Source: an optimization exercise on an open RTL-to-GDS flow (aim: small area, a short achievable clock period and few clock cycles per item). Production flows keep margins and buffers that such runs may drop.
In this exercise RTL edits were held to simulation tests only and were not proved equivalent to the original.
Power and IR drop assume default switching activity.

## the reference run
==> module rv32Core, before the edit <==
module rv32Core (
    input  logic        cpuClk,
    input  logic        rstN,
    output logic        wbCyc,
    output logic        wbStb,
    output logic [31:0] wbAdr,
    input  logic [31:0] wbDatI,
    input  logic        wbAck,
    output logic        retireValid,
    output logic [31:0] retirePc,
    output logic [4:0]  retireRd,
    output logic [31:0] retireData
);
    logic        reqOn;
    logic [31:1] adr;
    logic        discard;
    logic        taken;
    logic        redir;
    logic [31:1] target;
    logic [31:1] redirPc;
    logic [31:1] archPc;
    logic [31:1] pcNextW;
    logic        vR1, vR2, vE;
    logic [4:0]  rdE;
    logic [31:0] res;
    logic         capture;
    logic         predIn;
    logic [7:1]   offIn;
    logic [8:1]   lowSum;
    logic [31:8]  adrDec;
    logic [31:1]  targetIn;
    assign wbCyc = reqOn;
    assign wbStb = reqOn;
    assign wbAdr = {adr, 1'b0};
    assign capture  = reqOn && wbAck && !discard && !redir;
    assign predIn   = (wbDatI[6:0] == 7'b1100011) && (wbDatI[14:13] == 2'b00) &&
                      wbDatI[31] && wbDatI[7] && (wbDatI[30:28] == 3'b111);
    assign offIn    = {wbDatI[27:25], wbDatI[11:8]};
    assign lowSum   = {1'b0, adr[7:1]} + {1'b0, offIn};
    assign adrDec   = adr[31:8] - 24'd1;
    assign targetIn = {lowSum[8] ? adr[31:8] : adrDec, lowSum[7:1]};
    logic        useTgt;
    logic [31:1] adrOther;
    assign useTgt   = reqOn && wbAck && !discard && !redir && predIn;
    assign adrOther = !(reqOn && wbAck) ? adr :
                      redir             ? redirPc :
                      discard           ? (retireValid ? pcNextW : archPc) : adr + 31'd2;
    always_ff @(posedge cpuClk or negedge rstN) begin
        if (!rstN) begin
            reqOn   <= 1'b0;
            adr     <= '0;
            discard <= 1'b0;
        end else begin
            reqOn <= 1'b1;
            adr   <= useTgt ? targetIn : adrOther;
            if (reqOn && wbAck)      discard <= 1'b0;
            else if (reqOn && redir) discard <= 1'b1;
        end
    end
    logic [31:0] ir;
    always_ff @(posedge cpuClk) begin
        if (wbAck) ir <= wbDatI;
    end
    always_ff @(posedge cpuClk or negedge rstN) begin
        if (!rstN) begin
            vR1 <= 1'b0;
            vR2 <= 1'b0;
        end else begin
            vR1 <= capture;
            vR2 <= vR1 && !redir;
        end
    end
    logic [6:0] opc;
    logic [2:0] f3;
    logic [6:0] f7;
    logic       isOp, isImm, isLui, isBr, opOrImm, f7Ok, isSub;
    logic       dAdd, dSlt, dXor, dOr, dAnd, dWr;
    logic [31:0] immD;
    logic [31:0] opA, opB;
    assign opc = ir[6:0];
    assign f3  = ir[14:12];
    assign f7  = ir[31:25];
    assign isOp    = (opc == 7'b0110011);
    assign isImm   = (opc == 7'b0010011);
    assign isLui   = (opc == 7'b0110111);
    assign isBr    = (opc == 7'b1100011) && (f3[2:1] == 2'b00);
    assign isSub   = isOp && (f7 == 7'b0100000) && (f3 == 3'b000);
    assign f7Ok    = isImm || (f7 == 7'b0000000) || isSub;
    assign opOrImm = (isOp || isImm) && f7Ok;
    assign dAdd = isLui || (opOrImm && f3 == 3'b000);
    assign dSlt = opOrImm && f3 == 3'b010;
    assign dXor = opOrImm && f3 == 3'b100;
    assign dOr  = opOrImm && f3 == 3'b110;
    assign dAnd = opOrImm && f3 == 3'b111;
    assign dWr  = dAdd || dSlt || dXor || dOr || dAnd;
    assign immD = isLui ? {ir[31:12], 12'b0} : {{20{ir[31]}}, ir[31:20]};
    logic [31:0] rdPort;
    logic [4:0]  portAddr;
    logic        useImm, fixA1, immR2, fixAR2, fixBR2;
    assign useImm = isImm || isLui;
    always_ff @(posedge cpuClk) begin
        portAddr <= vR1 ? ir[24:20] : wbDatI[19:15];
        fixA1    <= capture && vE && (rdE != 5'd0) && (rdE == wbDatI[19:15]);
        immR2    <= vR1 && useImm;
        fixAR2   <= vR1 && vE && (rdE != 5'd0) && (rdE == ir[19:15]);
        fixBR2   <= vR1 && !useImm && vE && (rdE != 5'd0) && (rdE == ir[24:20]);
    end
    registerFile i_registerFile (
        .cpuClk(cpuClk), .rstN(rstN),
        .rs(portAddr),
        .rdEn(!(immR2 || fixBR2 || fixA1)),
        .orIn(({32{immR2}} & immD) | ({32{fixBR2 || fixA1}} & retireData)),
        .wrAddr(retireRd), .wrEn(retireValid), .wrData(retireData),
        .rdData(rdPort)
    );
    logic        cin, sAdd, sSlt, sXor, sOr, sAnd, brE, bneE;
    logic [12:1] immE;
    logic        predE;
    always_ff @(posedge cpuClk or negedge rstN) begin
        if (!rstN) vE <= 1'b0;
        else       vE <= vR2 && !redir;
    end
    always_ff @(posedge cpuClk) begin
        if (vR2) immE <= {ir[31], ir[7], ir[30:25], ir[11:8]};
    end
    always_ff @(posedge cpuClk) begin
        opA  <= vR2 ? (isLui ? 32'd0 : (fixAR2 ? retireData : opA)) : rdPort;
        opB  <= rdPort ^ {32{isSub || dSlt}};
        cin  <= isSub || dSlt;
        sAdd <= dAdd;
        sSlt <= dSlt;
        sXor <= dXor;
        sOr  <= dOr;
        sAnd <= dAnd;
        brE  <= isBr;
        bneE <= f3[0];
        rdE  <= dWr ? ir[11:7] : 5'd0;
    end
    logic [31:0] sum;
    logic [32:0] sumC;
    logic        slt;
    assign sumC = {opA, 1'b1} + {opB, cin};
    assign sum  = sumC[32:1];
    assign slt  = (opA[31] == opB[31]) ? opA[31] : sum[31];
    assign res  = ({32{sAdd}} & sum) | ({32{sXor}} & (opA ^ opB)) |
                  ({32{sOr}} & (opA | opB)) | ({32{sAnd}} & (opA & opB)) |
                  {31'd0, sSlt & slt};
    assign taken   = vE && brE && ((opA == opB) != bneE);
    assign target  = archPc + {{19{immE[12]}}, immE};
    assign predE   = &immE[12:8];
    assign redir   = vE && brE && (taken != predE);
    assign redirPc = predE ? archPc + 31'd2 : target;
    logic takenW;
    assign pcNextW  = takenW ? target : archPc + 31'd2;
    assign retirePc = {archPc, 1'b0};
    always_ff @(posedge cpuClk or negedge rstN) begin
        if (!rstN) begin
            archPc      <= '0;
            takenW      <= 1'b0;
            retireValid <= 1'b0;
        end else begin
            retireValid <= vE;
            takenW      <= taken;
            if (retireValid) archPc <= pcNextW;
        end
    end
    always_ff @(posedge cpuClk) begin
        retireRd   <= rdE;
        retireData <= res;
    end
endmodule
Settings: LEC_CHECK=0, CAP_MARGIN=20, CORE_MARGIN=2, CORE_UTILIZATION=50, CTS_CLUSTER_DIAMETER=100, CTS_CLUSTER_SIZE=30, PLACE_DENSITY=0.65, SETUP_SLACK_MARGIN=5, SLEW_MARGIN=20, TNS_END_PERCENT=0; clock period 8.0 ns.
run.sh (not shown) runs the stock make flow with config.mk's settings and CLKGATE_MAP_FILE= SYNTH_SCRIPT=/design/flow/synth_recipe.tcl, a recipe that flattens the netlist after the stock synthesis.
The reference run reached the end of the flow, and the finished layout is clean on the timing, DRC and antenna checks.
Testbench counts of the reference run, summed over its fixed seeds: cycles 149,752, instructions 72,000.
Inputs modified between the reference run and the trial run:
--- a/flow/design.v
+++ b/flow/design.v
@@ -194,22 +194,23 @@
     assign dWr  = dAdd || dSlt || dXor || dOr || dAnd;
     assign immD = isLui ? {ir[31:12], 12'b0} : {{20{ir[31]}}, ir[31:20]};
     logic [31:0] rdPort;
     logic [4:0]  portAddr;
-    logic        useImm, fixA1, immR2, fixAR2, fixBR2;
+    logic [4:0]  rdNow;
+    logic        useImm, immR2, fixAR2, fixBR2;
     assign useImm = isImm || isLui;
+    assign rdNow  = vE ? rdE : retireRd;
     always_ff @(posedge cpuClk) begin
         portAddr <= vR1 ? ir[24:20] : wbDatI[19:15];
-        fixA1    <= capture && vE && (rdE != 5'd0) && (rdE == wbDatI[19:15]);
         immR2    <= vR1 && useImm;
-        fixAR2   <= vR1 && vE && (rdE != 5'd0) && (rdE == ir[19:15]);
-        fixBR2   <= vR1 && !useImm && vE && (rdE != 5'd0) && (rdE == ir[24:20]);
+        fixAR2   <= vR1 && (rdNow != 5'd0) && (rdNow == ir[19:15]);
+        fixBR2   <= vR1 && !useImm && (rdNow != 5'd0) && (rdNow == ir[24:20]);
     end
     registerFile i_registerFile (
         .cpuClk(cpuClk), .rstN(rstN),
         .rs(portAddr),
-        .rdEn(!(immR2 || fixBR2 || fixA1)),
-        .orIn(({32{immR2}} & immD) | ({32{fixBR2 || fixA1}} & retireData)),
+        .rdEn(!(immR2 || fixBR2)),
+        .orIn(({32{immR2}} & immD) | ({32{fixBR2}} & retireData)),
         .wrAddr(retireRd), .wrEn(retireValid), .wrData(retireData),
         .rdData(rdPort)
     );
     logic        cin, sAdd, sSlt, sXor, sOr, sAnd, brE, bneE;
@@ -256,15 +257,16 @@
         if (!rstN) begin
             archPc      <= '0;
             takenW      <= 1'b0;
             retireValid <= 1'b0;
+            retireRd    <= 5'd0;
         end else begin
             retireValid <= vE;
             takenW      <= taken;
             if (retireValid) archPc <= pcNextW;
-        end
-    end
-    always_ff @(posedge cpuClk) begin
-        retireRd   <= rdE;
-        retireData <= res;
+            if (vE) retireRd <= rdE;
+        end
+    end
+    always_ff @(posedge cpuClk) begin
+        if (vE) retireData <= res;
     end
 endmodule
Results
Per the final summary, the trial run finished and its layout is clean on timing, DRC and antenna. The final reports for the trial run and the reference run show power consumed by the clock network lower in the former. Number of antenna cells inserted: lower on the trial run. The higher depth of the most critical reg-to-reg path of the trial run and the reference run is in the trial run. The trial run vs. the reference run: count of multi-input combinational gates went up by 47. The synthesized area divided by synthesized cell count on the reference run is in line with that on the trial run. [the trial run] xor-xnor portion of the synthesized cell area fell 0.27 points relative to the reference run. Re post-layout net count: the trial run is 109 up on the reference run. Across both runs, arrival time of the worst setup path was lower for the trial run than for the reference run. Final cell area: the trial run above the reference run. The reference run -> the trial run: clock latency on the worst-skew pair flat. Final worst hold slack up 0.0051 ns in the trial run wrt the reference run. When the trial run is measured against the reference run, its proportion of register bits with asynchronous set or reset after synthesis turns out 0.40 points higher. Cmp the trial run and the reference run / die area / higher: the trial run.
Testbench counts of the trial run, summed over its fixed seeds: cycles 149,752, instructions 72,000.

-- afterwards: timing with drivers on the ports --
How much do the figures lean on ideal ports? The routed layouts below were timed once more, with nothing changed but the port constraints.
Step 1 assumes that a clkbuf_16 drives the clock port and a buf_2 every other input.
Step 2, shift: input delay + t, output delay - t, t = (earliest + latest rising clock arrival at the registers) / 2. This alone moves slack from input paths to output paths.
Slacks: ideal / step 1 / step 2; pairs: ideal / step 1.
| run | t, ns | slack for setup (ns) | worst setup path after step 2 | pins driven straight from the clock port |
|---|---|---|---|---|
| the reference run | 0.774 | 4.535 / 4.535 / 3.886 | input to register | 1 |
| the trial run | 0.774 | 4.668 / 4.633 / 3.988 | input to register | 1 |
After both steps setup and hold are still met in every run listed. The setup slack of the trial run, which loses most, moves by -0.035 ns with the drivers and by -0.680 ns with both steps.
